What follows belongs to an exercise in optimizing a design on an open flow for small area; a production flow would make more cautious choices.
Function was checked by simulation only, so behaviour that the tests miss may differ from the original.
No activity file was given, so power comes from the tool's default toggle rates.

===== flow/design.v =====
package prbs_pkg;
   typedef logic [8-1:0] prbs_word_t;
   typedef logic [7-1:0] prbs_state_t;
   typedef struct packed {
      logic       valid;
      prbs_word_t data;
   } lane_word_t;
   typedef lane_word_t [28-1:0] lane_bus_t;
   function automatic prbs_word_t prbs_next_word(input prbs_state_t state);
      prbs_state_t lfsr;
      prbs_word_t  word;
      logic        fb;
      int          i;
      lfsr = state;
      for (i = 0; i < 8; i++) begin
         fb      = lfsr[6-1] ^ lfsr[7-1];
         word[i] = fb;
         lfsr    = {lfsr[7-2:0], fb};
      end
      prbs_next_word = word;
   endfunction
   function automatic prbs_state_t prbs_tail_state(input prbs_word_t word);
      prbs_state_t state;
      int          i;
      for (i = 0; i < 7; i++) begin
         state[i] = word[8-1-i];
      end
      prbs_tail_state = state;
   endfunction
endpackage
package link_pkg;
   typedef enum logic [0:0] {
      LINK_DOWN = 1'b0,
      LINK_UP   = 1'b1
   } link_state_t;
   typedef enum logic [1:0] {
      BKT_HOLD  = 2'd0,
      BKT_CLEAR = 2'd1,
      BKT_INC   = 2'd2,
      BKT_DROP  = 2'd3
   } bucket_cmd_t;
   typedef struct packed {
      logic link_up;
      logic link_down_latched;
   } link_status_t;
endpackage
`timescale 1ns/1ps
module prbs_gen (
   input  logic                   clkout1,
   input  logic                   link_down_latched_reset_sync,
   input  logic                   i_force_error,
   output logic                   o_bit0,
   output logic [28*7-1:0]  o_lane_hi
);
   logic [6:0] r_q;
   logic       force_dly;
   logic       bit0_q;
   logic f005;
   logic f006;
   logic f009;
   logic f012;
   logic f017;
   logic f018;
   logic f020;
   logic f024;
   logic f033;
   logic f034;
   logic f036;
   logic f040;
   logic f048;
   logic f066;
   logic f068;
   logic f072;
   logic f080;
   logic f096;
   logic f007;
   logic f011;
   logic f013;
   logic f014;
   logic f019;
   logic f021;
   logic f022;
   logic f025;
   logic f026;
   logic f028;
   logic f035;
   logic f037;
   logic f038;
   logic f041;
   logic f042;
   logic f044;
   logic f049;
   logic f050;
   logic f052;
   logic f056;
   logic f067;
   logic f069;
   logic f070;
   logic f073;
   logic f074;
   logic f076;
   logic f081;
   logic f082;
   logic f084;
   logic f088;
   logic f097;
   logic f098;
   logic f100;
   logic f104;
   logic f112;
   logic f015;
   logic f023;
   logic f027;
   logic f029;
   logic f030;
   logic f039;
   logic f043;
   logic f045;
   logic f046;
   logic f051;
   logic f053;
   logic f054;
   logic f057;
   logic f058;
   logic f060;
   logic f071;
   logic f075;
   logic f077;
   logic f078;
   logic f083;
   logic f085;
   logic f086;
   logic f089;
   logic f090;
   logic f092;
   logic f099;
   logic f101;
   logic f102;
   logic f105;
   logic f106;
   logic f108;
   logic f113;
   logic f114;
   logic f116;
   logic f120;
   logic f031;
   logic f047;
   logic f055;
   logic f059;
   logic f061;
   logic f062;
   logic f079;
   logic f087;
   logic f091;
   logic f093;
   logic f094;
   logic f103;
   logic f107;
   logic f109;
   logic f110;
   logic f115;
   logic f117;
   logic f118;
   logic f121;
   logic f122;
   logic f124;
   logic f063;
   logic f095;
   logic f111;
   logic f119;
   logic f123;
   logic f125;
   logic f126;
   logic f127;
   assign f005 = r_q[0] ^ r_q[2];
   assign f006 = r_q[1] ^ r_q[2];
   assign f009 = r_q[0] ^ r_q[3];
   assign f012 = r_q[2] ^ r_q[3];
   assign f017 = r_q[0] ^ r_q[4];
   assign f018 = r_q[1] ^ r_q[4];
   assign f020 = r_q[2] ^ r_q[4];
   assign f024 = r_q[3] ^ r_q[4];
   assign f033 = r_q[0] ^ r_q[5];
   assign f034 = r_q[1] ^ r_q[5];
   assign f036 = r_q[2] ^ r_q[5];
   assign f040 = r_q[3] ^ r_q[5];
   assign f048 = r_q[4] ^ r_q[5];
   assign f066 = r_q[1] ^ r_q[6];
   assign f068 = r_q[2] ^ r_q[6];
   assign f072 = r_q[3] ^ r_q[6];
   assign f080 = r_q[4] ^ r_q[6];
   assign f096 = r_q[5] ^ r_q[6];
   assign f007 = r_q[0] ^ f006;
   assign f011 = r_q[1] ^ f009;
   assign f013 = r_q[0] ^ f012;
   assign f014 = r_q[1] ^ f012;
   assign f019 = r_q[0] ^ f018;
   assign f021 = r_q[0] ^ f020;
   assign f022 = r_q[1] ^ f020;
   assign f025 = r_q[0] ^ f024;
   assign f026 = r_q[1] ^ f024;
   assign f028 = r_q[2] ^ f024;
   assign f035 = r_q[0] ^ f034;
   assign f037 = r_q[0] ^ f036;
   assign f038 = r_q[1] ^ f036;
   assign f041 = r_q[0] ^ f040;
   assign f042 = r_q[1] ^ f040;
   assign f044 = r_q[2] ^ f040;
   assign f049 = r_q[0] ^ f048;
   assign f050 = r_q[1] ^ f048;
   assign f052 = r_q[2] ^ f048;
   assign f056 = r_q[3] ^ f048;
   assign f067 = r_q[0] ^ f066;
   assign f069 = r_q[0] ^ f068;
   assign f070 = r_q[1] ^ f068;
   assign f073 = r_q[0] ^ f072;
   assign f074 = r_q[1] ^ f072;
   assign f076 = r_q[2] ^ f072;
   assign f081 = r_q[0] ^ f080;
   assign f082 = r_q[1] ^ f080;
   assign f084 = r_q[2] ^ f080;
   assign f088 = r_q[3] ^ f080;
   assign f097 = r_q[0] ^ f096;
   assign f098 = r_q[1] ^ f096;
   assign f100 = r_q[2] ^ f096;
   assign f104 = r_q[3] ^ f096;
   assign f112 = r_q[4] ^ f096;
   assign f015 = f006 ^ f009;
   assign f023 = f005 ^ f018;
   assign f027 = f009 ^ f018;
   assign f029 = f005 ^ f024;
   assign f030 = f006 ^ f024;
   assign f039 = f005 ^ f034;
   assign f043 = f009 ^ f034;
   assign f045 = f005 ^ f040;
   assign f046 = f006 ^ f040;
   assign f051 = f017 ^ f034;
   assign f053 = f005 ^ f048;
   assign f054 = f006 ^ f048;
   assign f057 = f009 ^ f048;
   assign f058 = f018 ^ f040;
   assign f060 = f012 ^ f048;
   assign f071 = f005 ^ f066;
   assign f075 = f009 ^ f066;
   assign f077 = f005 ^ f072;
   assign f078 = f006 ^ f072;
   assign f083 = f017 ^ f066;
   assign f085 = f005 ^ f080;
   assign f086 = f006 ^ f080;
   assign f089 = f009 ^ f080;
   assign f090 = f018 ^ f072;
   assign f092 = f012 ^ f080;
   assign f099 = f033 ^ f066;
   assign f101 = f005 ^ f096;
   assign f102 = f006 ^ f096;
   assign f105 = f009 ^ f096;
   assign f106 = f034 ^ f072;
   assign f108 = f012 ^ f096;
   assign f113 = f017 ^ f096;
   assign f114 = f018 ^ f096;
   assign f116 = f020 ^ f096;
   assign f120 = f024 ^ f096;
   assign f031 = r_q[0] ^ f030;
   assign f047 = r_q[0] ^ f046;
   assign f055 = r_q[0] ^ f054;
   assign f059 = r_q[0] ^ f058;
   assign f061 = r_q[0] ^ f060;
   assign f062 = r_q[1] ^ f060;
   assign f079 = r_q[0] ^ f078;
   assign f087 = r_q[0] ^ f086;
   assign f091 = r_q[0] ^ f090;
   assign f093 = r_q[0] ^ f092;
   assign f094 = r_q[1] ^ f092;
   assign f103 = r_q[0] ^ f102;
   assign f107 = r_q[0] ^ f106;
   assign f109 = r_q[0] ^ f108;
   assign f110 = r_q[1] ^ f108;
   assign f115 = r_q[0] ^ f114;
   assign f117 = r_q[0] ^ f116;
   assign f118 = r_q[1] ^ f116;
   assign f121 = r_q[0] ^ f120;
   assign f122 = r_q[1] ^ f120;
   assign f124 = r_q[2] ^ f120;
   assign f063 = f005 ^ f058;
   assign f095 = f005 ^ f090;
   assign f111 = f005 ^ f106;
   assign f119 = f005 ^ f114;
   assign f123 = f009 ^ f114;
   assign f125 = f005 ^ f120;
   assign f126 = f006 ^ f120;
   assign f127 = f007 ^ f120;
   always_ff @(posedge clkout1) begin
      if (link_down_latched_reset_sync) begin
         r_q       <= 7'h40;
         force_dly <= 1'b0;
      end else begin
         r_q       <= {f005, f067, f096, f048, f024, f012, f006};
         force_dly <= i_force_error;
      end
   end
   always_ff @(posedge clkout1) begin
      bit0_q <= r_q[0] ^ (i_force_error & ~force_dly);
   end
   assign o_bit0 = bit0_q;
   assign o_lane_hi[0*7 +: 7] = {f094, f047, f086, f043, f084, f042, f021};
   assign o_lane_hi[1*7 +: 7] = {f100, f050, f025, f077, f103, f114, f057};
   assign o_lane_hi[2*7 +: 7] = {f111, f118, f059, f092, f046, f023, f074};
   assign o_lane_hi[3*7 +: 7] = {f083, f104, f052, f026, f013, f071, f098};
   assign o_lane_hi[4*7 +: 7] = {f089, f109, f119, f122, f061, f095, f110};
   assign o_lane_hi[5*7 +: 7] = {f090, f045, f087, f106, f053, f091, f108};
   assign o_lane_hi[6*7 +: 7] = {f027, f076, f038, f019, f072, f036, f018};
   assign o_lane_hi[7*7 +: 7] = {f069, f099, f112, f056, f028, f014, f007};
   assign o_lane_hi[8*7 +: 7] = {f033, f081, f105, f117, f123, f124, f062};
   assign o_lane_hi[9*7 +: 7] = {f078, f039, f082, f041, f085, f107, f116};
   assign o_lane_hi[10*7 +: 7] = {f029, f079, f102, f051, f088, f044, f022};
   assign o_lane_hi[11*7 +: 7] = {f068, f034, f017, f073, f101, f115, f120};
   assign o_lane_hi[12*7 +: 7] = {f030, f015, f070, f035, f080, f040, f020};
   assign o_lane_hi[13*7 +: 7] = {f005, f067, f096, f048, f024, f012, f006};
   assign o_lane_hi[14*7 +: 7] = {r_q[6], r_q[5], r_q[4], r_q[3], r_q[2], r_q[1], r_q[0]};
   assign o_lane_hi[15*7 +: 7] = {f097, f113, f121, f125, f127, f126, f063};
   assign o_lane_hi[16*7 +: 7] = {f047, f086, f043, f084, f042, f021, f075};
   assign o_lane_hi[17*7 +: 7] = {f050, f025, f077, f103, f114, f057, f093};
   assign o_lane_hi[18*7 +: 7] = {f118, f059, f092, f046, f023, f074, f037};
   assign o_lane_hi[19*7 +: 7] = {f104, f052, f026, f013, f071, f098, f049};
   assign o_lane_hi[20*7 +: 7] = {f109, f119, f122, f061, f095, f110, f055};
   assign o_lane_hi[21*7 +: 7] = {f045, f087, f106, f053, f091, f108, f054};
   assign o_lane_hi[22*7 +: 7] = {f076, f038, f019, f072, f036, f018, f009};
   assign o_lane_hi[23*7 +: 7] = {f099, f112, f056, f028, f014, f007, f066};
   assign o_lane_hi[24*7 +: 7] = {f081, f105, f117, f123, f124, f062, f031};
   assign o_lane_hi[25*7 +: 7] = {f039, f082, f041, f085, f107, f116, f058};
   assign o_lane_hi[26*7 +: 7] = {f079, f102, f051, f088, f044, f022, f011};
   assign o_lane_hi[27*7 +: 7] = {f034, f017, f073, f101, f115, f120, f060};
endmodule
`timescale 1ns/1ps
module lane_delay_line (
   input  logic                  clkout1,
   input  logic                  link_down_latched_reset_sync,
   input  logic                  i_bit0,
   input  logic [28*7-1:0] i_lane_hi,
   output logic [28*(8+1)-1:0] o_lanes
);
   logic [4:0]              age_q;
   logic [28-1:0]     bit0_q;
   always_ff @(posedge clkout1) begin
      if (link_down_latched_reset_sync) begin
         age_q <= '0;
      end else if (age_q != 5'd29) begin
         age_q <= age_q + 1'b1;
      end
   end
   always_ff @(posedge clkout1) begin
      bit0_q <= {bit0_q[28-2:0], i_bit0};
   end
   for (genvar k = 0; k < 28; k++) begin : g_lane
      assign o_lanes[k*(8+1) +: (8+1)] =
         {(age_q >= 5'(k + 2)), i_lane_hi[k*7 +: 7], bit0_q[k]};
   end
endmodule
`timescale 1ns/1ps
module prbs_checker (
   input  logic                  clkout1,
   input  logic [8:0] i_rx,
   output logic                  o_err
);
   logic       prev_valid;
   logic [7:1] p;
   logic [7:0] c;
   logic [7:0] e;
   always_ff @(posedge clkout1) begin
      prev_valid <= i_rx[8];
      p          <= i_rx[7:1];
   end
   assign c = i_rx[7:0];
   assign e[0] = c[0] ^ (p[1] ^ p[2]);
   assign e[1] = c[1] ^ (p[2] ^ p[3]);
   assign e[2] = c[2] ^ (p[3] ^ p[4]);
   assign e[3] = c[3] ^ (p[4] ^ p[5]);
   assign e[4] = c[4] ^ (p[5] ^ p[6]);
   assign e[5] = c[5] ^ (p[6] ^ p[7]);
   assign e[6] = c[6] ^ (c[0] ^ p[7]);
   assign e[7] = c[7] ^ (c[0] ^ c[1]);
   assign o_err = i_rx[8] & prev_valid & (|e);
endmodule
`timescale 1ns/1ps
module link_bucket_counter (
   input  logic                   clkout1,
   input  logic                   link_down_latched_reset_sync,
   input  logic                   i_err,
   output logic                   o_up
);
   localparam logic [5:0] L0  = 6'h01;
   localparam logic [5:0] L33 = 6'h12;
   logic       up_q;
   logic       h_q;
   logic [5:0] l_q;
   logic       l_end;
   logic       l_zero;
   assign l_end  = (l_q == L33);
   assign l_zero = (l_q == L0);
   always_ff @(posedge clkout1) begin
      if (link_down_latched_reset_sync) begin
         up_q <= 1'b0;
         h_q  <= 1'b0;
         l_q  <= L0;
      end else if (i_err) begin
         h_q <= 1'b0;
         if (!(up_q && h_q && !l_zero)) begin
            l_q  <= L0;
            up_q <= 1'b0;
         end
      end else if (h_q && l_end) begin
         up_q <= 1'b1;
      end else if (l_end) begin
         h_q <= 1'b1;
         l_q <= L0;
      end else begin
         l_q <= {l_q[4:0], l_q[5] ^ l_q[4]};
      end
   end
   assign o_up = up_q;
endmodule
`timescale 1ns/1ps
module link_fsm (
   input  logic                    clkout1,
   input  logic                    link_down_latched_reset_sync,
   input  logic [28-1:0]     i_lane_err,
   output logic [1:0]              o_status
);
   logic                   rst_q;
   logic                   err_q;
   logic                   up_q;
   always_ff @(posedge clkout1) begin
      rst_q <= link_down_latched_reset_sync;
   end
   always_ff @(posedge clkout1) begin
      if (link_down_latched_reset_sync) begin
         err_q <= 1'b0;
      end else begin
         err_q <= ~rst_q & (|i_lane_err);
      end
   end
   link_bucket_counter link_bucket_counter_inst (
      .clkout1                      (clkout1),
      .link_down_latched_reset_sync (link_down_latched_reset_sync),
      .i_err                        (err_q),
      .o_up                         (up_q)
   );
   assign o_status = {up_q, ~rst_q};
endmodule
`timescale 1ns/1ps
module prbs_link_top (
   input  logic                    clkout1,
   input  logic                    link_down_latched_reset_sync,
   input  logic                    i_force_error,
   output logic [28*(8+1)-1:0] o_tx_lanes,
   input  logic [28*(8+1)-1:0] i_rx_lanes,
   output logic [1:0]              o_status
);
   logic                   bit0;
   logic [28*7-1:0]  lane_hi;
   logic [28-1:0]    lane_err;
   prbs_gen prbs_gen_inst (
      .clkout1                      (clkout1),
      .link_down_latched_reset_sync (link_down_latched_reset_sync),
      .i_force_error                (i_force_error),
      .o_bit0                       (bit0),
      .o_lane_hi                    (lane_hi)
   );
   lane_delay_line lane_delay_line_inst (
      .clkout1                      (clkout1),
      .link_down_latched_reset_sync (link_down_latched_reset_sync),
      .i_bit0                       (bit0),
      .i_lane_hi                    (lane_hi),
      .o_lanes                      (o_tx_lanes)
   );
   for (genvar g = 0; g < 28; g++) begin : g_chk
      prbs_checker prbs_checker_inst (
         .clkout1 (clkout1),
         .i_rx    (i_rx_lanes[g*(8+1) +: (8+1)]),
         .o_err   (lane_err[g])
      );
   end
   link_fsm link_fsm_inst (
      .clkout1                      (clkout1),
      .link_down_latched_reset_sync (link_down_latched_reset_sync),
      .i_lane_err                   (lane_err),
      .o_status                     (o_status)
   );
endmodule

===== flow/flow/run.sh =====
#!/bin/bash
# The standard layout with three changes:
#  - synthesis is the standard flow's own script (synth_recipe.tcl) with ABC run on an
#    area-recovering script (flow/abc_area.script) instead of ORFS's speed
#    script; flip-flops are mapped before ABC, so the registers are unchanged;
#  - the port buffers use the smallest buffer cell instead of the delay buffer
#    buffer_ports picks by default;
#  - the clock tree uses smaller buffers and no dummy loads.
set -euo pipefail
here=$(pwd)
{
  echo "proc abc {args} {"
  echo "  set i [lsearch \$args -script]"
  echo "  if {\$i >= 0} { lset args [expr {\$i + 1}] $here/flow/abc_area.script }"
  echo "  yosys abc {*}\$args"
  echo "}"
  cat synth_recipe.tcl
} > own_synth.tcl
bash standard.sh \
  "SYNTH_SCRIPT=$here/own_synth.tcl" \
  "BUFFER_PORTS_ARGS=-buffer_cell sky130_fd_sc_hd__buf_1" \
  "CTS_ARGS=-sink_clustering_enable -repair_clock_nets -dont_use_dummy_load -buf_list {sky130_fd_sc_hd__clkbuf_16} -sink_clustering_size 30 -sink_clustering_max_diameter 80" \
  finish > flow_make.log 2>&1

===== flow/flow/abc_area.script =====
&get -n
&st
&dch
&nf -R 1000
&st
&syn2
&if -g -K 6
&synch2
&nf -R 1000
&st
&syn2
&if -g -K 6
&synch2
&nf -R 1000
&st
&dch -f
&nf -R 1000
&put
topo
stime -c

===== flow/standard.sh =====
#!/bin/bash
# synth_recipe.tcl (not shown) runs the flow's synth.tcl, then flattens the netlist and writes it again
# the make line also repeats each setting of config.mk as NAME=value (left out here)
make -C /OpenROAD-flow-scripts/flow DESIGN_CONFIG=/design/flow/config.mk WORK_HOME=/design/flow/orfs CLKGATE_MAP_FILE= SYNTH_SCRIPT=/design/flow/synth_recipe.tcl "${@:-finish}"

===== flow/config.mk =====
export PLATFORM = sky130hd
export DESIGN_NAME = prbs_link_top
export DESIGN_NICKNAME = prbs_link_top
export VERILOG_FILES = /design/flow/design.v
export SDC_FILE = /design/flow/constraint.sdc
export NUM_CORES = 4
export LEC_CHECK = 0
export CAP_MARGIN = 20
export CORE_MARGIN = 2
export CORE_UTILIZATION = 40
export PLACE_DENSITY = 0.6
export SLEW_MARGIN = 20

===== flow/constraint.sdc =====
create_clock -name core_clock -period 4.0 [get_ports {clkout1}]
set_input_delay 0.8000 -clock core_clock [delete_from_list [all_inputs] [get_ports {clkout1}]]
set_output_delay 0.8000 -clock core_clock [all_outputs]
set_load 0.01 [all_outputs]

==> results.toml, run 1 <==
[global_routing]
grt-ovfl-total = 0
antenna_found_initial = 4
grt_pass1_wl_mm = 49.1
grtUsageTotal_pct = 18.9
grt_max_degree = 31
grt_pass1_vias = 9110

[setup_path]
required_ns = 3.20
cp_max_fo = 11
worstSetupPathType = "reg -> out"
startpoint_type = "register"
end_kind = "output pin"
arrival_ns = 2.68

[synth]
synth_fp_nets = 1518
synth_ff_type = "dfxtp_1"
async_reset_ff_share_pct = 0
synthMostInstantiatedCell = "dfxtp_1"
synthTopCellsByCount = "276 x dfxtp_1, 201 x xnor2_1, 190 x buf_4"
synth-seq-cells = 276
synthSimpleGateAreaFrac_pct = 7.62
ys_seq_area_share_pct = 43.7
syn_area_mm2 = 0.0126
synth_enable_flop_cells = 0
synthTopCellsByArea = "dfxtp_1 44%, xnor2_1 14%, buf_4 11%, xor2_1 10%, mux2i_1 4.4%"
synth_adder_area_share_pct = 0.594
synth_top_cell_by_area = "dfxtp_1"
synth.avg_cell_area_um2 = 10.0
yosys_warnings = 5
synth_xor_area_share_pct = 23.9
synth_top_family_by_area = "XOR/XNOR gates"
synthMuxAreaShare_pct = 4.79
synth_top_area_share_pct = 43.7
yosysUniqueCellTypes = 39
syn_inst = 1257
synth_compound_area_share_pct = 7.19

[timing]
setup_viol_count_final = 0
worstMarginPinSlew_ns = 0.800
finalSetupTns_ns = 0
max_clock_freq_mhz = 287
slew-limit-headroom_pct = 46.3
clock-skew-final_ns = 0.0671
hold_viol = 0
finalCritPeriodShare_pct = 87.0
fin_crit_ns = 3.48
whs_ns = 0.312
slew_violations = 0
rsz0062_at_grt = "no"

[power_and_ir_drop]
p_total_mw = 14.0
p_per_area_mw_per_mm2 = 989
switching_power_mw = 7.18
swShare_pct = 51.1
max-vdd-ir-drop_v = 0.00153
clkPwrFrac_pct = 12.1
internal_power_mw = 6.86
seqPwrFrac_pct = 23.8
pwr-share-comb_pct = 64.1
leakage_nw = 5.35

[routing]
met1_length_mm = 13.7
routed_via_density = 4.66
ant_nets = 0
maxUsedRoutingLayer = "met5"
drt_first_iter_violations = 359
dr_total_vias = 9365
dr_wl_met3_mm = 3.40
dr_wl_met2_mm = 14.8
drc = 0
firstDrtPassIters = 4
drt-total-wl_mm = 32.6
wl_per_cell_um = 16.2

[placed_design]
dp.cells = 1991
dp_hpwl_mm = 26.9
gp_congestion = 0.910
port_buffers = 508

[cts]
post_cts_resized = 0
clk_pin_slew_ns = 0.10
postCtsSetupBuffers = 0
cts.path.max_buffers = 3
cts_hold_buffers = 0
cts_root_buf = "clkbuf_16"
worstSkewPairLatency_ns = 0.54
numCtsBuffers = 18
cts_tree = "done"
cts_sinks = 276
cts_max_level = 1

[floorplan]
die_w_um = 182
num_rows = 65
ios = 509
initial_core_util_pct = 40.3
core_area_mm2 = 0.0313
die_h_um = 182
dieArea_mm2 = 0.0330

[cells_and_area]
final_core_util_pct = 45.4
finalNetCount = 1870
finalNonFillerCells = 2011
syn2layout_area_growth_pct = 12.4
post_route_cells_drive_above_1_share_pct = 2.24

[run_status]
status = "finished clean"

[hold_path]
hold_class = "reg -> reg"

[flow_run]
drv_cap = 0
## cells by family after synthesis
logic type	after synthesis
adder cells (fa/ha/maj)	6
AND/OR/NAND/NOR	210
XOR/XNOR	345
buffers and inverters	218
multiplexers	60
AO/OA/AOI/OAI	142
flip-flops	276
## critical path: stages (launching register included)
cell and delay [ns]:
dfxtp_1 0.47, buf_4 0.29, xnor2_1 0.59, clkinv_1 0.24, xnor2_1 0.41, buf_1 0.21
## registers in the layout, indices dropped and copies added, names as in the netlist, 5 cells and up
| register | count |
|---|---|
| g_chk.prbs_checker_inst.p | 196 |
| g_chk.prbs_checker_inst.prev_valid | 28 |
| lane_delay_line_inst.age_q | 5 |
| lane_delay_line_inst.bit0_q | 28 |
| link_fsm_inst.link_bucket_counter_inst.l_q | 6 |
| prbs_gen_inst.r_q | 7 |
## cells in the final DEF, fill, tap and decap left out, drive strengths merged, types with 27 or more instances in the layout
cell / instances
a21oi: 45
buf: 523
mux2i: 56
nand2: 60
nand3: 33
xor2: 144
o21ai: 27
nor3: 28
dfxtp: 276
clkinv: 27
xnor2: 201
nor2: 50
## area by class of cell
class / instances / area [um^2]
inverters: 27 / 101
clock buffers: 18 / 450
diodes: 2 / 5.00
flip-flops and latches: 276 / 5530
multi-input cells: 763 / 5600
well taps: 402 / 503
fillers: 3043 / 17100
repair buffers: 523 / 2020
## path summary, 6_finish.rpt
kind / end / cells past startpoint / slack (ns) / start
max reg2reg: link_fsm_inst.err_q$_SDFF_PP0_ / 7 / 1.18 / g_chk[25].prbs_checker_inst.p[3]$_DFF_P_
min: lane_delay_line_inst.bit0_q[18]$_DFF_P_ / 0 / 0.31 / lane_delay_line_inst.bit0_q[17]$_DFF_P_
max: o_tx_lanes[74] / 5 / 0.52 / prbs_gen_inst.r_q[2]$_SDFF_PP0_
min reg2reg: lane_delay_line_inst.bit0_q[18]$_DFF_P_ / 0 / 0.31 / lane_delay_line_inst.bit0_q[17]$_DFF_P_
## metal layers
metal	vias to the layer above	track usage, %
met3	44	6.88
met5	-	0
met1	4277	23.7
met2	352	31.0
li1	4688	-
met4	4	4.39
## power by group through the flow
stage	clock [mW]	combinational [mW]	sequential, mW
global route	1.85	9.62	3.38
detailed placement	0	8.88	3.41
global placement	0	8.93	3.40
finish	1.69	9.00	3.34
CTS	1.77	8.93	3.35
floorplan	0	9.54	3.48
## per-stage QoR
stage               setup WS (ns)  area [um^2]
finish                      0.521        14200
global route                0.391        14200
CTS                         0.557        14200
detailed placement          0.610        13700
global placement            0.676        13700
floorplan                   0.540        12600
==> run 2, diff against run 1 <==
--- a/flow/flow/run.sh
+++ b/flow/flow/run.sh
@@ -21,3 +21,3 @@
   "BUFFER_PORTS_ARGS=-buffer_cell sky130_fd_sc_hd__buf_1" \
-  "CTS_ARGS=-sink_clustering_enable -repair_clock_nets -dont_use_dummy_load -buf_list {sky130_fd_sc_hd__clkbuf_16} -sink_clustering_size 30 -sink_clustering_max_diameter 80" \
+  "CTS_ARGS=-sink_clustering_enable -repair_clock_nets -dont_use_dummy_load -buf_list {sky130_fd_sc_hd__clkbuf_8} -sink_clustering_size 18 -sink_clustering_max_diameter 80" \
   finish > flow_make.log 2>&1
--- a/flow/config.mk
+++ b/flow/config.mk
@@ -7,3 +7,3 @@
 export LEC_CHECK = 0
-export CAP_MARGIN = 20
+export CAP_MARGIN = 5
 export CORE_MARGIN = 2
@@ -11,2 +11,2 @@
 export PLACE_DENSITY = 0.6
-export SLEW_MARGIN = 20
+export SLEW_MARGIN = 5
==> run 2 against run 1 <==
Die area did not move. Core utilization is 0.52 points lower. Still clean on timing, DRC and antenna. Flip-flop and latch count is the same. Global-route usage up 0.16 points. Clock-buffer cell count increased by 3.
==> results.toml, run 2 <==
[hold_path]
whs_endpoint = "lane_delay_line_inst.bit0_q[0]$_DFF_P_"
min_from = "prbs_gen_inst.bit0_q$_DFF_P_"
min_path_cells = 0
hold_class = "reg -> reg"

[cts]
cts_tree = "done"
cts.path.max_buffers = 3
numCtsBuffers = 21
worstSkewPairLatency_ns = 0.57
clk_pin_slew_ns = 0.08
cts_max_level = 1
postCtsSetupBuffers = 0
cts_hold_buffers = 0
cts_root_buf = "clkbuf_8"
post_cts_resized = 0
cts_sinks = 276

[cells_and_area]
post_route_cells_drive_above_1_share_pct = 2.42
layout_commonest_cell = "buf_1"
multi_input_area_mm2 = 0.00560
largest_reg_flops = 196
seqCellArea_mm2 = 0.00553
final_cell_mix = "508 x buf_1, 276 x dfxtp_1, 200 x xnor2_1, 142 x xor2_1, 60 x nand2_1"
syn2layout_area_growth_pct = 11.1
fillers = 3067
finalNetCount = 1873
reg_top3 = "g_chk.prbs_checker_inst.p (196), g_chk.prbs_checker_inst.prev_valid (28), lane_delay_line_inst.bit0_q (28)"
top_register = "g_chk.prbs_checker_inst.p"

[floorplan]
dieArea_mm2 = 0.0330
die_h_um = 182
initial_core_util_pct = 40.3
core_area_mm2 = 0.0313
num_rows = 65
die_w_um = 182
ios = 509

[synth]
yosysUniqueCellTypes = 39
synthTopCellsByArea = "dfxtp_1 44%, xnor2_1 14%, buf_4 11%, xor2_1 10%, mux2i_1 4.4%"
ys_seq_area_share_pct = 43.7
synthMostInstantiatedCell = "dfxtp_1"
synth.avg_cell_area_um2 = 10.0
async_reset_ff_share_pct = 0
synth_top_cell_by_area = "dfxtp_1"
synth_ff_type = "dfxtp_1"
synth_fp_nets = 1518
syn_area_mm2 = 0.0126
synthTopCellsByCount = "276 x dfxtp_1, 201 x xnor2_1, 190 x buf_4"
synth-seq-cells = 276
syn_inst = 1257
synth_enable_flop_cells = 0
yosys_warnings = 5
synth_top_area_share_pct = 43.7

[global_routing]
top_usage_layer = "met2"
gr-usage-met1_pct = 24.6
grtUsageTotal_pct = 19.1
grt_pass1_wl_mm = 49.7
antenna_found_initial = 2
use_met2_pct = 31.8
grt_max_degree = 24
met3_usage_pct = 5.58
grt_pass1_vias = 9178
grt-ovfl-total = 0

[setup_path]
end_kind = "output pin"
crit_top_cell = "xnor2_1"
reg2reg_setup_slack_ns = 1.21
arrival_ns = 2.79
max_stage_delay_ns = 0.58
crit_slowest_cell = "xnor2_1"
r2r_start = "g_chk[25].prbs_checker_inst.p[3]$_DFF_P_"
reg2reg_to = "link_fsm_inst.err_q$_SDFF_PP0_"
required_ns = 3.20
cp_max_fo = 11
startpoint_type = "register"
crit_path_cell_trace = "buf_4 > xnor2_1 > clkinv_1 > xnor2_1 > buf_1"
r2r_cells = 7
worstSetupPathType = "reg -> out"

[placed_design]
gp_congestion = 0.910
post-place-ws_ns = 0.610
dp_hpwl_mm = 26.9
port_buffers = 508

[timing]
slew-limit-headroom_pct = 45.1
finalSetupTns_ns = 0
whs_ns = 0.331
finalCritPeriodShare_pct = 89.8
setup_viol_count_final = 0
rsz0062_at_grt = "no"
worst_slack_ns = 0.408
clock-skew-final_ns = 0.0653
max_clock_freq_mhz = 278
slew_violations = 0
worstMarginPinSlew_ns = 0.818
hold_viol = 0
fin_crit_ns = 3.59

[routing]
ant_nets = 0
firstDrtPassIters = 5
dr_total_vias = 9447
routed_via_density = 4.69
drt-total-wl_mm = 32.8
drc = 0
wl_per_cell_um = 16.3
drt_first_iter_violations = 337

[power_and_ir_drop]
p_total_mw = 13.7
max-vdd-ir-drop_v = 0.00153
leakage_nw = 5.28
p_per_area_mw_per_mm2 = 975

[run_status]
status = "finished clean"

[flow_run]
drv_cap = 0
[run 2: worst max-delay path by stage]
| stage | from | end | slack [ns] | depth (start not counted) |
|---|---|---|---|---|
| 2_1_floorplan | prbs_gen_inst.r_q[2]$_SDFF_PP0_ | o_tx_lanes[12] | 0.54 | 4 |
| 3_3_place_gp | i_rx_lanes[226] | link_fsm_inst.err_q$_SDFF_PP0_ | 0.68 | 9 |
| 3_5_place_dp | i_rx_lanes[226] | link_fsm_inst.err_q$_SDFF_PP0_ | 0.61 | 9 |
| 4_1_cts | prbs_gen_inst.r_q[2]$_SDFF_PP0_ | o_tx_lanes[74] | 0.47 | 5 |
| 5_1_grt | prbs_gen_inst.r_q[2]$_SDFF_PP0_ | o_tx_lanes[64] | 0.31 | 5 |
| 6_report | prbs_gen_inst.r_q[2]$_SDFF_PP0_ | o_tx_lanes[74] | 0.41 | 5 |
[run 2: kinds of logic after synthesis]
family | count (synthesis) | share of synthesized area (%)
AO/OA/AOI/OAI | 142 | 7.19
multiplexers | 60 | 4.79
XOR/XNOR | 345 | 23.9
buffers and inverters | 218 | 12.1
adder cells (fa/ha/maj) | 6 | 0.594
AND/OR/NAND/NOR | 210 | 7.62
flip-flops | 276 | 43.7
[run 2: cell type report]
type | count | share of cell area, %
clock buffers | 21 | 2.06
well taps | 402 | 3.58
inverters | 27 | 0.722
flip-flops and latches | 276 | 39.4
repair buffers | 523 | 14.4
multi-input cells | 763 | 39.9
diodes | 1 | 0.0178
[run 2: per-layer routing]
layer  wire length (um)  vias to the layer above
met3               2880                       37
met4                470                        4
met2              15200                      355
li1                   -                     4684
met1              14200                     4367
met5                 31                        -
[run 2: worst max-delay path, delay by kind of cell, from the launching register on]
kind,cells,cell delay [ns]
XOR/XNOR,2,1.04
flip-flops,1,0.48
buffers and inverters,3,0.75
[run 2: metrics by stage]
stage / cell area, um^2 / instances / utilization, %
after floorplan: 12600 / 1257 / -
final: 14000 / 2013 / 44.8
after global placement: 13700 / 1991 / 43.9
after global routing: 14000 / 2012 / 44.8
after CTS: 14000 / 2012 / 44.8
after detailed placement: 13700 / 1991 / 43.9
[run 2: where the power goes]
group          total, mW  switching [mW]  internal [mW]  leakage, nW
clock               1.33           0.862          0.472        0.151
sequential          3.34           0.276           3.06         2.32
combinational       9.01            6.01           2.99         2.81
total               13.7            7.15           6.53         5.28
==> run 3, diff against run 2 <==
--- a/flow/config.mk
+++ b/flow/config.mk
@@ -7,3 +7,3 @@
 export LEC_CHECK = 0
-export CAP_MARGIN = 5
+export CAP_MARGIN = 20
 export CORE_MARGIN = 2
@@ -11,2 +11,2 @@
 export PLACE_DENSITY = 0.6
-export SLEW_MARGIN = 5
+export SLEW_MARGIN = 20
==> run 3 against run 2 <==
Critical path depth did not move. Clock-buffer cell count is the same. Sequential share of layout area stayed put. Die area unchanged. First-iteration DRC count is the same. Largest cell class unchanged. Hold slack unchanged. Clock power barely moved. Non-clock buffer count unchanged. Highest routed layer unchanged. Core utilization stayed put. Setup slack stayed put. Global-route usage unchanged.
==> results.toml, run 3 <==
[cells_and_area]
seqCellArea_mm2 = 0.00553
final_cell_mix = "508 x buf_1, 276 x dfxtp_1, 200 x xnor2_1, 142 x xor2_1, 60 x nand2_1"
post_route_cells_drive_above_1_share_pct = 2.42
syn2layout_area_growth_pct = 11.1
largest_reg_flops = 196
top_register = "g_chk.prbs_checker_inst.p"
fillers = 3067
layout_commonest_cell = "buf_1"
finalNetCount = 1873
reg_top3 = "g_chk.prbs_checker_inst.p (196), g_chk.prbs_checker_inst.prev_valid (28), lane_delay_line_inst.bit0_q (28)"
multi_input_area_mm2 = 0.00560
fin_area_mm2 = 0.0140

[setup_path]
required_ns = 3.20
arrival_ns = 2.79
worstSetupPathType = "reg -> out"
r2r_cells = 7
startpoint_type = "register"
cp_max_fo = 11
end_kind = "output pin"

[timing]
rsz0062_at_grt = "no"
setup_viol_count_final = 0
finalSetupTns_ns = 0
max_clock_freq_mhz = 278
hold_viol = 0
slew_violations = 0
clock-skew-final_ns = 0.0653
finalCritPeriodShare_pct = 89.8
slew-limit-headroom_pct = 45.1
fin_crit_ns = 3.59
worstMarginPinSlew_ns = 0.818

[power_and_ir_drop]
clkPwrFrac_pct = 9.8
seqPwrFrac_pct = 24.4
max-vdd-ir-drop_v = 0.00153
leakage_nw = 5.28
pwr-share-comb_pct = 65.8
internal_power_mw = 6.53
p_per_area_mw_per_mm2 = 975
swShare_pct = 52.3
switching_power_mw = 7.15

[cts]
cts_sinks = 276
numCtsBuffers = 21
cts_root_buf = "clkbuf_8"
clk_pin_slew_ns = 0.08
cts_max_level = 1
post_cts_resized = 0
cts_hold_buffers = 0
worstSkewPairLatency_ns = 0.57
cts_tree = "done"
postCtsSetupBuffers = 0
cts.path.max_buffers = 3

[synth]
synthTopCellsByArea = "dfxtp_1 44%, xnor2_1 14%, buf_4 11%, xor2_1 10%, mux2i_1 4.4%"
syn_area_mm2 = 0.0126
synth_compound_area_share_pct = 7.19
synth_xor_area_share_pct = 23.9
synth_top_family_by_area = "XOR/XNOR gates"
synth-seq-cells = 276
async_reset_ff_share_pct = 0
synth_top_cell_by_area = "dfxtp_1"
yosys_warnings = 5
synth_adder_area_share_pct = 0.594
synthTopCellsByCount = "276 x dfxtp_1, 201 x xnor2_1, 190 x buf_4"
yosysUniqueCellTypes = 39
syn_inst = 1257
synthSimpleGateAreaFrac_pct = 7.62
synth_ff_type = "dfxtp_1"
synth.avg_cell_area_um2 = 10.0
ys_seq_area_share_pct = 43.7
synth_enable_flop_cells = 0
synthMuxAreaShare_pct = 4.79
synthMostInstantiatedCell = "dfxtp_1"
synth_fp_nets = 1518
synth_top_area_share_pct = 43.7

[placed_design]
dp_hpwl_mm = 26.9
place_area_mm2 = 0.0137
gp_congestion = 0.910
port_buffers = 508

[flow_run]
drv_cap = 0

[global_routing]
grt-ovfl-total = 0
antenna_found_initial = 2
grt_pass1_wl_mm = 49.7
grt_max_degree = 24
grt_pass1_vias = 9178
grtUsageTotal_pct = 19.1

[run_status]
status = "finished clean"

[hold_path]
min_path_cells = 0
hold_class = "reg -> reg"

[floorplan]
core_area_mm2 = 0.0313
dieArea_mm2 = 0.0330
initial_core_util_pct = 40.3
num_rows = 65
die_w_um = 182
ios = 509
die_h_um = 182

[routing]
wl_per_cell_um = 16.3
firstDrtPassIters = 5
drt-total-wl_mm = 32.8
dr_total_vias = 9447
drc = 0
routed_via_density = 4.69
ant_nets = 0
drt_first_iter_violations = 337
[run 3: cell counts after synthesis]
Identical to the previous run, type by type.
[run 3: metal layers]
layer  track usage, %  part of all wire (%)  routed length (um)
met1             24.6                    43               14200
met2             31.8                    46               15200
met3             5.58                   8.8                2880
met4             3.84                   1.4                 470
met5                0                 0.095                  31
[run 3: logic make-up after synthesis]
group | after synthesis
AOI/OAI and AO/OA | 142
muxes | 60
buffers and inverters | 218
and+or+nand+nor | 210
xor gates and xnor gates | 345
DFF | 276
adders and majority gates | 6
[run 3: final cells by class]
type	count	share of cell area, %
clock buffer	21	2.06
antenna	1	0.0178
inverter	27	0.722
timing repair buffer	523	14.4
multi-input combinational	763	39.9
tap	402	3.58
sequential	276	39.4
[run 3: stage by stage]
step | total power, mW | cells | hold WS [ns] | util, % | setup slack, ns
6_report | 13.7 | 2013 | 0.331 | 44.8 | 0.408
5_1_grt | 14.5 | 2012 | 0.301 | 44.8 | 0.309
4_1_cts | 13.7 | 2012 | 0.304 | 44.8 | 0.473
3_5_place_dp | 12.3 | 1991 | 0.314 | 43.9 | 0.610
3_3_place_gp | 12.3 | 1991 | 0.313 | 43.9 | 0.676
2_1_floorplan | 13.0 | 1257 | 0.310 | - | 0.540
[run 3: power by group through the flow]
stage	Sequential, mW	Clock [mW]	Combinational (mW)
5_1_grt	3.38	1.49	9.62
4_1_cts	3.34	1.40	8.93
3_5_place_dp	3.41	0	8.88
2_1_floorplan	3.48	0	9.54
6_report	3.34	1.33	9.01
3_3_place_gp	3.40	0	8.93
[run 3: critical path, stage by stage, from the launching register on]
cell and delay [ns]:
dfxtp_1 0.48, buf_4 0.29, xnor2_1 0.58, clkinv_1 0.24, xnor2_1 0.46, buf_1 0.22
[run 3: final timing paths]
check                                      startpoint                                      to  slack [ns]
max                   prbs_gen_inst.r_q[2]$_SDFF_PP0_                          o_tx_lanes[74]        0.41
min                      prbs_gen_inst.bit0_q$_DFF_P_  lane_delay_line_inst.bit0_q[0]$_DFF_P_        0.33
max reg2reg  g_chk[25].prbs_checker_inst.p[3]$_DFF_P_          link_fsm_inst.err_q$_SDFF_PP0_        1.21
min reg2reg              prbs_gen_inst.bit0_q$_DFF_P_  lane_delay_line_inst.bit0_q[0]$_DFF_P_        0.33
==> run 4, diff against run 3 <==
--- a/flow/config.mk
+++ b/flow/config.mk
@@ -9,4 +9,4 @@
 export CORE_MARGIN = 2
-export CORE_UTILIZATION = 40
-export PLACE_DENSITY = 0.6
+export CORE_UTILIZATION = 50
+export PLACE_DENSITY = 0.7
 export SLEW_MARGIN = 20
==> run 4 against run 3 <==
Still clean on timing, DRC and antenna. Synthesized area did not move. Global-route usage rose by 4.7 points. Combinational power up 4.8%. Total power is 2.6% higher. Hold slack gained 0.0090 ns. Clock-buffer cell count fell by 1. Die area down 20%. Sequential power decreased by 1%. Synthesized cell count is the same.
==> results.toml, run 4 <==
[power_and_ir_drop]
p_total_mw = 14.0
p_per_area_mw_per_mm2 = 1010
max-vdd-ir-drop_v = 0.00258
leakage_nw = 5.28

[global_routing]
grtUsageTotal_pct = 23.8
grt-ovfl-total = 0
grt_pass1_wl_mm = 48.8
antenna_found_initial = 2
grt_max_degree = 19
grt_pass1_vias = 8996

[synth]
synth_xor_area_share_pct = 23.9
synthTopCellsByArea = "dfxtp_1 44%, xnor2_1 14%, buf_4 11%, xor2_1 10%, mux2i_1 4.4%"
ys_seq_area_share_pct = 43.7
synth_top_cell_by_area = "dfxtp_1"
synth_ff_type = "dfxtp_1"
synthSimpleGateAreaFrac_pct = 7.62
synthMostInstantiatedCell = "dfxtp_1"
synth.avg_cell_area_um2 = 10.0
synth_fp_nets = 1518
synth_enable_flop_cells = 0
synth_top_area_share_pct = 43.7
async_reset_ff_share_pct = 0
synthMuxAreaShare_pct = 4.79
synth-seq-cells = 276
synth_adder_area_share_pct = 0.594
synth_top_family_by_area = "XOR/XNOR gates"
yosysUniqueCellTypes = 39
yosys_warnings = 5
syn_area_mm2 = 0.0126
synthTopCellsByCount = "276 x dfxtp_1, 201 x xnor2_1, 190 x buf_4"
synth_compound_area_share_pct = 7.19
syn_inst = 1257

[floorplan]
die_w_um = 163
dieArea_mm2 = 0.0265
ios = 509
initial_core_util_pct = 50.6
num_rows = 58
core_area_mm2 = 0.0250
die_h_um = 163

[cts]
postCtsSetupBuffers = 0
post_cts_resized = 0
cts_tree = "done"
cts_root_buf = "clkbuf_8"
cts_hold_buffers = 0
cts_sinks = 276
cts_max_level = 1
cts.path.max_buffers = 3
worstSkewPairLatency_ns = 0.54
numCtsBuffers = 20
clk_pin_slew_ns = 0.11

[setup_path]
startpoint_type = "register"
arrival_ns = 2.61
required_ns = 3.20
cp_max_fo = 9
end_kind = "output pin"
worstSetupPathType = "reg -> out"

[cells_and_area]
final_cell_mix = "507 x buf_1, 276 x dfxtp_1, 199 x xnor2_1, 142 x xor2_1, 60 x nand2_1"
top_register = "g_chk.prbs_checker_inst.p"
finalNetCount = 1872
post_route_cells_drive_above_1_share_pct = 2.49
layout_commonest_cell = "buf_1"
reg_top3 = "g_chk.prbs_checker_inst.p (196), g_chk.prbs_checker_inst.prev_valid (28), lane_delay_line_inst.bit0_q (28)"
syn2layout_area_growth_pct = 10.4
largest_reg_flops = 196

[timing]
setup_viol_count_final = 0
finalSetupTns_ns = 0
slew-limit-headroom_pct = 42.6
fin_crit_ns = 3.41
finalCritPeriodShare_pct = 85.3
rsz0062_at_grt = "no"
worstMarginPinSlew_ns = 0.857
clock-skew-final_ns = 0.0610
max_clock_freq_mhz = 293
hold_viol = 0
slew_violations = 0

[hold_path]
hold_class = "reg -> reg"

[flow_run]
drv_cap = 0

[placed_design]
dp_hpwl_mm = 27.7
gp_congestion = 0.882
port_buffers = 508

[routing]
drt-total-wl_mm = 33.3
ant_nets = 0
dr_total_vias = 9477
wl_per_cell_um = 17.2
drt_first_iter_violations = 546
firstDrtPassIters = 4
drc = 0
routed_via_density = 4.89

[run_status]
status = "finished clean"
[run 4: worst paths after layout]
kind,start,end,slack (ns),cells after the start
max reg2reg,g_chk[10].prbs_checker_inst.p[3]$_DFF_P_,link_fsm_inst.err_q$_SDFF_PP0_,1.61,7
min reg2reg,prbs_gen_inst.bit0_q$_DFF_P_,lane_delay_line_inst.bit0_q[0]$_DFF_P_,0.34,0
max,prbs_gen_inst.r_q[1]$_SDFF_PP0_,o_tx_lanes[220],0.59,5
min,prbs_gen_inst.bit0_q$_DFF_P_,lane_delay_line_inst.bit0_q[0]$_DFF_P_,0.34,0
[run 4: through the flow]
step	setup slack, ns	std cells	utilization, %	hold WS [ns]	area (um^2)
6_report	0.588	1940	55.9	0.340	13900
5_1_grt	0.397	1939	55.8	0.327	13900
4_1_cts	0.565	1939	55.8	0.325	13900
3_5_place_dp	0.951	1919	54.7	0.314	13700
3_3_place_gp	0.999	1919	54.7	0.311	13700
2_1_floorplan	0.540	1257	-	0.310	12600
[run 4: critical path, stage by stage, from the launching register on]
cell     delay [ns]
dfxtp_1        0.44
buf_4          0.26
xor2_1         0.61
xor2_1         0.40
xnor2_1        0.23
buf_1          0.20
[run 4: area by class of cell]
cell class	count	area [um^2]
Antenna cell	1	2.50
Clock buffer	20	275
Fill cell	2299	11000
Inverter	27	101
Multi-Input combinational cell	763	5600
Sequential cell	276	5530
Tap cell	330	413
Timing Repair Buffer	523	2020
[run 4: power breakdown]
part / switching, mW / internal [mW] / total, mW
registers: 0.230 / 3.06 / 3.29
logic: 6.43 / 3.01 / 9.44
clock network: 0.845 / 0.452 / 1.30
[run 4: routing by layer]
metal	part of all wire [%]	vias to the layer above	global-route usage, %
met2	50	335	42.9
li1	-	4690	-
met5	0.039	-	0
met4	2.8	2	6.76
met3	9.3	50	6.29
met1	38	4400	27.7
[run 4: cell families after synthesis]
family                     after synthesis
DFF                                    276
adders and majority gates                6
muxes                                   60
xor gates and xnor gates               345
AOI/OAI and AO/OA                      142
buffers and inverters                  218
and+or+nand+nor                        210
==> run 5, diff against run 4 <==
--- a/flow/config.mk
+++ b/flow/config.mk
@@ -9,4 +9,4 @@
 export CORE_MARGIN = 2
-export CORE_UTILIZATION = 50
-export PLACE_DENSITY = 0.7
+export CORE_UTILIZATION = 55
+export PLACE_DENSITY = 0.75
 export SLEW_MARGIN = 20
==> run 5 against run 4 <==
Register-to-register slack worse by 0.14 ns. Total power is 2.0% higher. Die area is 8.9% lower. Clock skew is 0.011 ns higher. Hold slack worse by 0.059 ns. Via count is 0.59% higher. Final cell count is 2.2% lower. Combinational power is 2.9% higher. Synthesized area stayed put. Maximum frequency is 6.8% lower.
==> results.toml, run 5 <==
[routing]
drt_first_iter_violations = 579
firstDrtPassIters = 6
wl_per_cell_um = 18.2
drt-total-wl_mm = 34.4
ant_nets = 0
dr_total_vias = 9533
routed_via_density = 5.03
drc = 0

[timing]
max_clock_freq_mhz = 273
setup_viol_count_final = 0
finalSetupTns_ns = 0
slew-limit-headroom_pct = 52.0
slew_violations = 0
worst_slack_ns = 0.340
rsz0062_at_grt = "no"
worstMarginPinSlew_ns = 0.716
hold_viol = 0
finalCritPeriodShare_pct = 91.5
fin_crit_ns = 3.66
whs_ns = 0.282
clock-skew-final_ns = 0.0723

[setup_path]
crit_slowest_cell = "dfxtp_1"
arrival_ns = 2.86
reg2reg_to = "link_fsm_inst.err_q$_SDFF_PP0_"
crit_path_cell_trace = "buf_4 > xnor2_2 > buf_4 > xor2_1 > xnor2_1 > buf_1"
cp_max_fo = 12
startpoint_type = "register"
max_stage_delay_ns = 0.75
required_ns = 3.20
r2r_start = "g_chk[25].prbs_checker_inst.p[3]$_DFF_P_"
crit_top_cell = "buf_4"
reg2reg_setup_slack_ns = 1.47
end_kind = "output pin"
worstSetupPathType = "reg -> out"
r2r_cells = 8

[global_routing]
grt_max_degree = 19
grtUsageTotal_pct = 27.0
antenna_found_initial = 4
grt_pass1_vias = 9381
grt-ovfl-total = 0
grt_pass1_wl_mm = 50.2

[cells_and_area]
top_register = "g_chk.prbs_checker_inst.p"
fillers = 1942
syn2layout_area_growth_pct = 10.0
final_cell_mix = "507 x buf_1, 276 x dfxtp_1, 199 x xnor2_1, 141 x xor2_1, 60 x nand2_1"
largest_reg_flops = 196
finalNonFillerCells = 1897
fin_area_mm2 = 0.0139
final_core_util_pct = 61.6
post_route_cells_drive_above_1_share_pct = 2.55
layout_commonest_cell = "buf_1"
reg_top3 = "g_chk.prbs_checker_inst.p (196), g_chk.prbs_checker_inst.prev_valid (28), lane_delay_line_inst.bit0_q (28)"
finalNetCount = 1872

[synth]
yosys_warnings = 5
yosysUniqueCellTypes = 39
syn_inst = 1257
ys_seq_area_share_pct = 43.7
synth_fp_nets = 1518
synth_top_cell_by_area = "dfxtp_1"
synth_ff_type = "dfxtp_1"
synth-seq-cells = 276
syn_area_mm2 = 0.0126
synthTopCellsByArea = "dfxtp_1 44%, xnor2_1 14%, buf_4 11%, xor2_1 10%, mux2i_1 4.4%"
synthMostInstantiatedCell = "dfxtp_1"
synth_top_area_share_pct = 43.7
synth.avg_cell_area_um2 = 10.0
synthTopCellsByCount = "276 x dfxtp_1, 201 x xnor2_1, 190 x buf_4"
async_reset_ff_share_pct = 0
synth_enable_flop_cells = 0

[power_and_ir_drop]
p_per_area_mw_per_mm2 = 1030
clkPwrFrac_pct = 8.9
seqPwrFrac_pct = 23.2
switching_power_mw = 7.79
p_total_mw = 14.3
swShare_pct = 54.4
leakage_nw = 5.28
internal_power_mw = 6.52
max-vdd-ir-drop_v = 0.00218
pwr-share-comb_pct = 67.9

[placed_design]
dp.cells = 1875
dp_hpwl_mm = 28.8
gp_congestion = 0.941
place_area_mm2 = 0.0136
port_buffers = 508
post-place-ws_ns = 0.772

[cts]
clk_pin_slew_ns = 0.12
cts_root_buf = "clkbuf_8"
postCtsSetupBuffers = 0
post_cts_resized = 0
cts.path.max_buffers = 3
worstSkewPairLatency_ns = 0.55
cts_hold_buffers = 0
cts_max_level = 1
numCtsBuffers = 19
cts_tree = "done"
cts_sinks = 276

[hold_path]
hold_class = "reg -> reg"
min_path_cells = 0
whs_endpoint = "lane_delay_line_inst.bit0_q[0]$_DFF_P_"
min_from = "prbs_gen_inst.bit0_q$_DFF_P_"

[floorplan]
num_rows = 55
ios = 509
die_h_um = 156
initial_core_util_pct = 56.0
dieArea_mm2 = 0.0242
core_area_mm2 = 0.0226
die_w_um = 156

[flow_run]
drv_cap = 0

[run_status]
status = "finished clean"
[run 5: cell counts after synthesis]
No cell type changed its count.
[run 5: layer usage]
layer / global-route usage, % / part of all wire [%]
met4: 19.0 / 7.5
met3: 6.83 / 7.7
met1: 29.1 / 38
met5: 0 / 0.067
met2: 46.4 / 47
[run 5: worst max-delay path: cells and delay by family (launching register included)]
| kind | cells | cell delay [ns] |
|---|---|---|
| buf+inv | 3 | 0.74 |
| xor+xnor | 3 | 0.89 |
| flops | 1 | 0.75 |
[run 5: worst max path at each step]
stage / from / to / slack, ns / depth (start not counted)
2_1_floorplan: prbs_gen_inst.r_q[2]$_SDFF_PP0_ / o_tx_lanes[12] / 0.54 / 4
3_3_place_gp: i_rx_lanes[226] / link_fsm_inst.err_q$_SDFF_PP0_ / 0.79 / 9
3_5_place_dp: i_rx_lanes[226] / link_fsm_inst.err_q$_SDFF_PP0_ / 0.77 / 9
4_1_cts: prbs_gen_inst.r_q[2]$_SDFF_PP0_ / o_tx_lanes[95] / 0.31 / 6
5_1_grt: prbs_gen_inst.r_q[2]$_SDFF_PP0_ / o_tx_lanes[95] / 0.18 / 6
6_report: prbs_gen_inst.r_q[2]$_SDFF_PP0_ / o_tx_lanes[137] / 0.34 / 6
[run 5: cell type report]
| type | count | area (um^2) | area share [%] |
|---|---|---|---|
| multi-input combinational | 763 | 5610 | 40.4 |
| sequential | 276 | 5530 | 39.8 |
| timing repair buffer | 524 | 2030 | 14.6 |
| tap | 285 | 357 | 2.57 |
| clock buffer | 19 | 262 | 1.88 |
| inverter | 27 | 101 | 0.729 |
| antenna | 3 | 7.51 | 0.0540 |
[run 5: power groups by stage]
stage / clock [mW] / sequential [mW] / combinational, mW
3_5_place_dp: 0 / 3.39 / 9.65
5_1_grt: 1.42 / 3.36 / 10.2
4_1_cts: 1.31 / 3.32 / 9.70
2_1_floorplan: 0 / 3.48 / 9.54
6_report: 1.27 / 3.33 / 9.71
3_3_place_gp: 0 / 3.37 / 9.65
[run 5: cell families after synthesis]
kind of cell | count (synthesis) | share of synthesized area [%]
and+or+nand+nor | 210 | 7.62
muxes | 60 | 4.79
xor gates and xnor gates | 345 | 23.9
AOI/OAI and AO/OA | 142 | 7.19
DFF | 276 | 43.7
adders and majority gates | 6 | 0.594
buffers and inverters | 218 | 12.1

==> what the ideal ports hide <==
The results above use ideal ports. As a check the final layouts listed here were re-extracted and re-timed, cells and wires unchanged.
Step 1: set_driving_cell puts a clkbuf_16 on clkout1 and a buf_2 on each other input, an assumption about the parent block.
Step 2 also shifts input and output timing later by t, the mid clock arrival at the registers, as if the neighbouring blocks saw the same clock.
Slacks: ideal ports / drivers / drivers and shift; pairs: ideal ports / drivers.
| run | t (ns) | slack for setup (ns) | hold slack, ns |
|---|---|---|---|
| run 1 | 0.546 | 0.521 / 0.470 / 0.610 | 0.312 / 0.312 / 0.312 |
| run 2 | 0.583 | 0.408 / 0.362 / 0.611 | 0.331 / 0.331 / 0.331 |
| run 3 | 0.583 | 0.408 / 0.362 / 0.611 | 0.331 / 0.331 / 0.331 |
| run 4 | 0.561 | 0.588 / 0.544 / 0.989 | 0.340 / 0.340 / 0.340 |
| run 5 | 0.554 | 0.340 / 0.302 / 0.857 | 0.282 / 0.282 / 0.282 |
After both steps every run listed still meets setup and hold.
